This is an optimization exercise on Yosys and OpenROAD, whose aim is small area, a short achievable clock period and few clock cycles per item, not a production implementation. At most, simulation tests tie the RTL to the original design; equivalence was not proved. Power figures rest on the tool's default switching activity, not on a simulated workload.

== JK ==
## rgb_matrix_row_scan_controller
module rgb_matrix_row_scan_controller
#(
    parameter int COLUMNS   = rmrs_pkg::RMRS_COLUMNS,
    parameter int ROWS      = rmrs_pkg::RMRS_ROWS,
    parameter int CHANNELS  = rmrs_pkg::RMRS_CHANNELS,
    parameter int MSG_DEPTH = rmrs_pkg::RMRS_MSG_DEPTH
) (
    input  wire logic        i_clk,
    input  wire logic        i_rst_n,
    input  wire logic        start,
    input  rmrs_pkg::t_req             i_req,
    output logic             busy,
    input  wire logic        i_cfg_valid,
    output logic             o_cfg_ready,
    input  wire logic [11:0] i_cfg_data,
    output logic             o_res_strobe,
    output rmrs_pkg::t_res             o_res
);
    localparam int MB = rmrs_pkg::MSG_BLOCK;
    localparam int NB = 64 / MB;
    localparam int PW = $clog2(MB);
    localparam int BW = (NB > 1) ? $clog2(NB) : 1;
    localparam int NT = MB / 16;
    localparam int TW = (NT > 1) ? $clog2(NT) : 1;
    localparam logic [1:0] SC_IDLE  = 2'd0;
    localparam logic [1:0] SC_WAIT  = 2'd1;
    localparam logic [1:0] SC_SHIFT = 2'd2;
    assign o_cfg_ready = 1'b1;
    logic          r_busy;
    logic [PW-1:0] r_phase;         
    logic          r_clear;         
    logic          ph_last;         
    logic [11:0]   r_bright;
    logic          r_wb_v;
    logic          r_wb_msg;
    logic [1:0]    r_wb_color;
    logic [5:0]    r_wb_addr;
    logic [7:0]    r_wb_val;
    logic [2:0][1:0]    r_sc_st;
    logic [2:0][8:0]    r_sc_s;     
    logic [2:0][6:0]    r_sc_l;     
    logic [2:0][15:0][7:0] r_fr;
    logic [2:0][3:0]    r_cn;
    logic          r_pv;
    logic          r_pfilled;
    logic [3:0]    r_fcnt;
    logic [2:0]    r_prow;
    logic          r_pblank;
    logic [11:0]   r_pbright;
    logic [47:0]   r_pbits;
    logic [46:0]   r_asr;
    logic [11:0]   r_abright;
    logic [3:0]    r_arow;          
    logic          r_strobe;
    logic [5:0]    r_ch;
    logic [11:0]   r_level;
    logic [7:0]    r_rowsel;
    logic          r_last;
    logic       acc;
    logic       color_ok;
    logic [2:0] cmd;
    assign cmd      = i_req.cmd;
  ...
Size: roughly 3200 cells after synthesis, roughly 2200 flip-flops, ~0.053 mm² of cells after synthesis.
export LEC_CHECK = 0
export CAP_MARGIN = 20
export CORE_MARGIN = 2
export CORE_UTILIZATION = 70
export CTS_BUF_LIST = sky130_fd_sc_hd__clkbuf_16
export CTS_CLUSTER_DIAMETER = 90
export CTS_CLUSTER_SIZE = 27
export SETUP_SLACK_MARGIN = 4.35
export SLEW_MARGIN = 20
export SYNTH_MEMORY_MAX_BITS = 16384
create_clock -name core_clock -period 7.0 [get_ports {i_clk}]
run.sh (not shown) runs the stock make flow with config.mk's settings and CLKGATE_MAP_FILE= SYNTH_SCRIPT=/design/flow/synth_recipe.tcl, a recipe that flattens the netlist after the stock synthesis.
Edits applied to the flow inputs when going from JK to MS:
# JK
export LEC_CHECK = 0
export CAP_MARGIN = 20
export CORE_MARGIN = 2
export CORE_UTILIZATION = 70
export CTS_BUF_LIST = sky130_fd_sc_hd__clkbuf_16
export CTS_CLUSTER_DIAMETER = 90
export CTS_CLUSTER_SIZE = 27
export SETUP_SLACK_MARGIN = 4.35
export SLEW_MARGIN = 20
export SYNTH_MEMORY_MAX_BITS = 16384
create_clock -name core_clock -period 7.0 [get_ports {i_clk}]
# MS
export LEC_CHECK = 0
export CAP_MARGIN = 20
export CORE_MARGIN = 2
export CORE_UTILIZATION = 70
export CTS_BUF_LIST = sky130_fd_sc_hd__clkbuf_16
export CTS_CLUSTER_DIAMETER = 90
export CTS_CLUSTER_SIZE = 27
export SETUP_SLACK_MARGIN = 4.5
export SLEW_MARGIN = 20
export SYNTH_MEMORY_MAX_BITS = 16384
create_clock -name core_clock -period 7.0 [get_ports {i_clk}]
Notes after the runs:
Count of antenna diodes in the layout: MS vs JK down 1. MS ends up with a biggest fanout along the worst timing path that is 1 higher than in JK. Number of antenna violations at the first check in global routing (lower): JK. Die area: MS vs JK identical. JK | status: complete | timing, DRC, antenna: pass. The flow did not stop early for MS: all stages ran, and the layout cleared the timing, design-rule and antenna checks. Looking at MS and JK, the number of nets in the layout is a wash. The higher first-pass GRT wire length of MS and JK is in MS. Of MS and JK, the higher share of the clock period used by the worst path belongs to JK. Going from JK to MS, overall power grows by about 0.45%. Looking at worst endpoint data arrival time, MS sits 40 ps lower than JK does. Compared with JK, MS degrades relative max-transition margin. Looking at critical-path cell with the highest stage delay, the sky130_fd_sc_hd__dfxtp_1 result is from JK; the sky130_fd_sc_hd__dfxtp_2 one comes from MS. Last element of the critical path: o_res[1] -> JK, busy -> MS.
No functional check of the RTL was part of any run of this note.


v53:
rgb_matrix_row_scan_controller, a different RTL version from the one above (not shown whole).
For scale: ~3,200 cells after synthesis, ~2,200 flip-flops, ~92 I/O pins.
==> flow/config.mk <==
export PLATFORM = sky130hd
export DESIGN_NAME = rgb_matrix_row_scan_controller
export DESIGN_NICKNAME = rgb_matrix_row_scan_controller
export VERILOG_FILES = /design/flow/design.v
export SDC_FILE = /design/flow/constraint.sdc
export NUM_CORES = 4
export LEC_CHECK = 0
export CAP_MARGIN = 20
export CORE_MARGIN = 2
export CORE_UTILIZATION = 70
export CTS_BUF_LIST = sky130_fd_sc_hd__clkbuf_16
export CTS_CLUSTER_DIAMETER = 90
export CTS_CLUSTER_SIZE = 27
export PLACE_DENSITY = 0.75
export SETUP_SLACK_MARGIN = 4.5
export SLEW_MARGIN = 20
export SYNTH_MEMORY_MAX_BITS = 16384
==> flow/constraint.sdc <==
create_clock -name core_clock -period 7.0 [get_ports {i_clk}]
set_input_delay 1.4000 -clock core_clock [delete_from_list [all_inputs] [get_ports {i_clk}]]
set_output_delay 1.4000 -clock core_clock [all_outputs]
set_load 0.01 [all_outputs]
Testbench counts of v53, summed over its fixed seeds: cycles 92,859, requests 3,156.
Modified inputs, v12 compared to v53
- PLACE_DENSITY: 0.75 -> unset
- ABC_AREA: unset -> 1
==> comparison <==
Relative to v53, the number of nets in the synthesized netlist measured on v12 has increased by more than 10%.
Run comparison: v12 termination of the worst setup path o_res[21]; v53 termination of the worst setup path r_fr[133]
Diff v53 -> v12: longest individual stage delay on the worst path now smaller; met1 capacity usage during global routing rose 2.8 points; synthesized area per cell dropped about 17%; summed instance area of the synthesized netlist moved up.
The clock slew seen by the registers of the worst setup and hold paths of v12 and that of v53 are within noise of each other.
Sort v53 and v12 by cell area after layout desc -> top: v12
Logic depth of the worst setup path including buffers: higher on v53
For v28, these inputs were changed with respect to v12:
- removing ABC_AREA (formerly 1)
==> comparison <==
- Summary: with v12 as the reference, number of filler cells placed in the layout in v28 moved down by a little under 10%.
- For the portion of netlist area occupied by mux cells, v28 came in 4.7 points higher than v12 did.
- Going from v12 to v28, clock latency of the later-clocked register in the worst-skew pair held; portion of the clock cycle consumed by the worst path in the final layout held; pin count of the biggest net entering global routing went down about 22%; vias after detailed routing went down 13%; wire length after detailed routing went down 9.0%.
- [v28] share of total power in combinational logic fell 0.5 points relative to v12
- v28 ended up with a lower compound-gate portion of the synthesized area than v12 did.
The following lists how v32 was set up differently from v28:
- changing CTS_CLUSTER_SIZE from 27 to 24
- changing CTS_CLUSTER_DIAMETER from 90 to 100
### Flow results
The number of antenna violations at the first check in global routing of v32 is higher than that of v28.
v28 has a lower post-route cell area than v32.
NOTE: final cell count in v32 exceeds that of v28
Global routing usage summed across all routing layers: v32 > v28
Going from v28 to v32, the ratio of cells with drive above 1 in the final layout was found to have gone up by 0.16 points.
Data arrival time of the critical path across v32 and v28: no real change.


Setup of purple:
Another version of the RTL of rgb_matrix_row_scan_controller (not shown whole).
Size: roughly 2,200 flip-flops, roughly 92 I/O pins.
clock: 7.0 ns
lec_check: 0
cap_margin: 20
core_margin: 2
core_utilization: 70
cts_buf_list: sky130_fd_sc_hd__clkbuf_16
cts_cluster_diameter: 80
cts_cluster_size: 20
setup_slack_margin: 4.5
slew_margin: 20
synth_memory_max_bits: 16384
In summary, purple completed successfully, with a layout that passed the timing, design-rule and antenna checks.
Testbench counts of purple, summed over its fixed seeds: cycles 92,699, requests 3,156.
The following lists how green was set up differently from purple:
- CTS_CLUSTER_DIAMETER now 100, was 80
- CTS_CLUSTER_SIZE now 24, was 20
- SETUP_SLACK_MARGIN now 5.0, was 4.5
--- outcome ---
green has completed all stages; timing, DRC and antenna checks passed. green against purple; fill cell total of the finished layout is down by a few percent. Global-route usage (lower): purple. Taking purple as the reference point, the initial antenna violation count of green falls by 4. green has final critical-path share of the clock period below what purple had. Re H-tree depth: no difference whatsoever between purple and green. Summary of green over purple: final standard cell utilization of the core increased by 0.68 points relative to the old numbers; post-cts sizing count went up by 115; peak clock frequency supported by timing now sits higher; relative area change from synthesis to final layout shows an increase of 0.97 points; wire length increased by 3.9 mm relative to the old numbers.


rgb_matrix_row_scan_controller, a different RTL version from the one above (not shown whole).
Size: ~3000 cells after synthesis, about 2200 flip-flops, about 92 I/O pins.
export LEC_CHECK = 0
export CAP_MARGIN = 20
export CORE_MARGIN = 2
export CORE_UTILIZATION = 70
export CTS_BUF_LIST = sky130_fd_sc_hd__clkbuf_16
export CTS_CLUSTER_DIAMETER = 90
export CTS_CLUSTER_SIZE = 27
export SETUP_SLACK_MARGIN = 4.5
export SLEW_MARGIN = 20
export SYNTH_MEMORY_MAX_BITS = 16384
create_clock -name core_clock -period 7.0 [get_ports {i_clk}]
Next try:
--- a/flow/config.mk
+++ b/flow/config.mk
@@ -11,4 +11,4 @@
 export CTS_BUF_LIST = sky130_fd_sc_hd__clkbuf_16
-export CTS_CLUSTER_DIAMETER = 90
-export CTS_CLUSTER_SIZE = 27
+export CTS_CLUSTER_DIAMETER = 100
+export CTS_CLUSTER_SIZE = 24
 export SETUP_SLACK_MARGIN = 4.5
Maximum frequency goes up slightly.
Final area goes up slightly.
Area after synthesis is unchanged.
Routed wire length goes up by a little under a tenth.
Flip-flop and latch count does not change.
Count of clock-buffer cells in the layout goes up by 10.
Clock skew goes down by 0.0038 ns.
Cell count goes up slightly.
Sequential share of layout area goes down by 0.55 points.
Setup slack improves by 0.024 ns.
Power goes up by a few percent.
Function was not checked in any run of this note: the RTL went through the layout flow alone.

[static timing again, ports no longer ideal]
The results above use ideal ports. As a check the final layouts listed here were re-extracted and re-timed, cells and wires unchanged. Step 1, drivers: a clkbuf_16 drives i_clk and a buf_2 each remaining input, both assumed. Step 2, shift: input delay + t, output delay - t, t = (earliest + latest rising clock arrival at the registers) / 2. This alone moves slack from input paths to output paths. Three values: ideal, step 1, step 2; two values: the first two.
run	shift t [ns]	setup WS [ns]	worst hold slack (ns)	cell pins on the clock port's net
JK	0.722	4.404 / 4.340 / 3.717	0.313 / 0.313 / 0.313	1
MS	0.744	4.438 / 4.374 / 3.809	0.301 / 0.301 / 0.301	1
v53	0.730	4.430 / 4.372 / 3.804	0.306 / 0.306 / 0.306	1
v12	0.730	4.448 / 4.385 / 3.858	0.307 / 0.307 / 0.307	1
v28	0.735	4.449 / 4.383 / 3.882	0.307 / 0.307 / 0.307	1
v32	0.732	4.442 / 4.377 / 3.869	0.306 / 0.306 / 0.306	1
purple	0.765	4.359 / 4.293 / 3.799	0.292 / 0.292 / 0.292	1
green	0.730	4.375 / 4.310 / 4.171	0.303 / 0.303 / 0.303	1
the first run of note 4	0.729	4.099 / 4.124 / 3.395	0.295 / 0.295 / 0.295	1
the second run of note 4	0.745	4.122 / 4.157 / 3.412	0.305 / 0.305 / 0.305	1
After both steps every run listed still meets setup and hold. For the second run of note 4, which loses most, drivers alone change the setup slack by +0.035 ns; drivers and shift together by -0.710 ns.
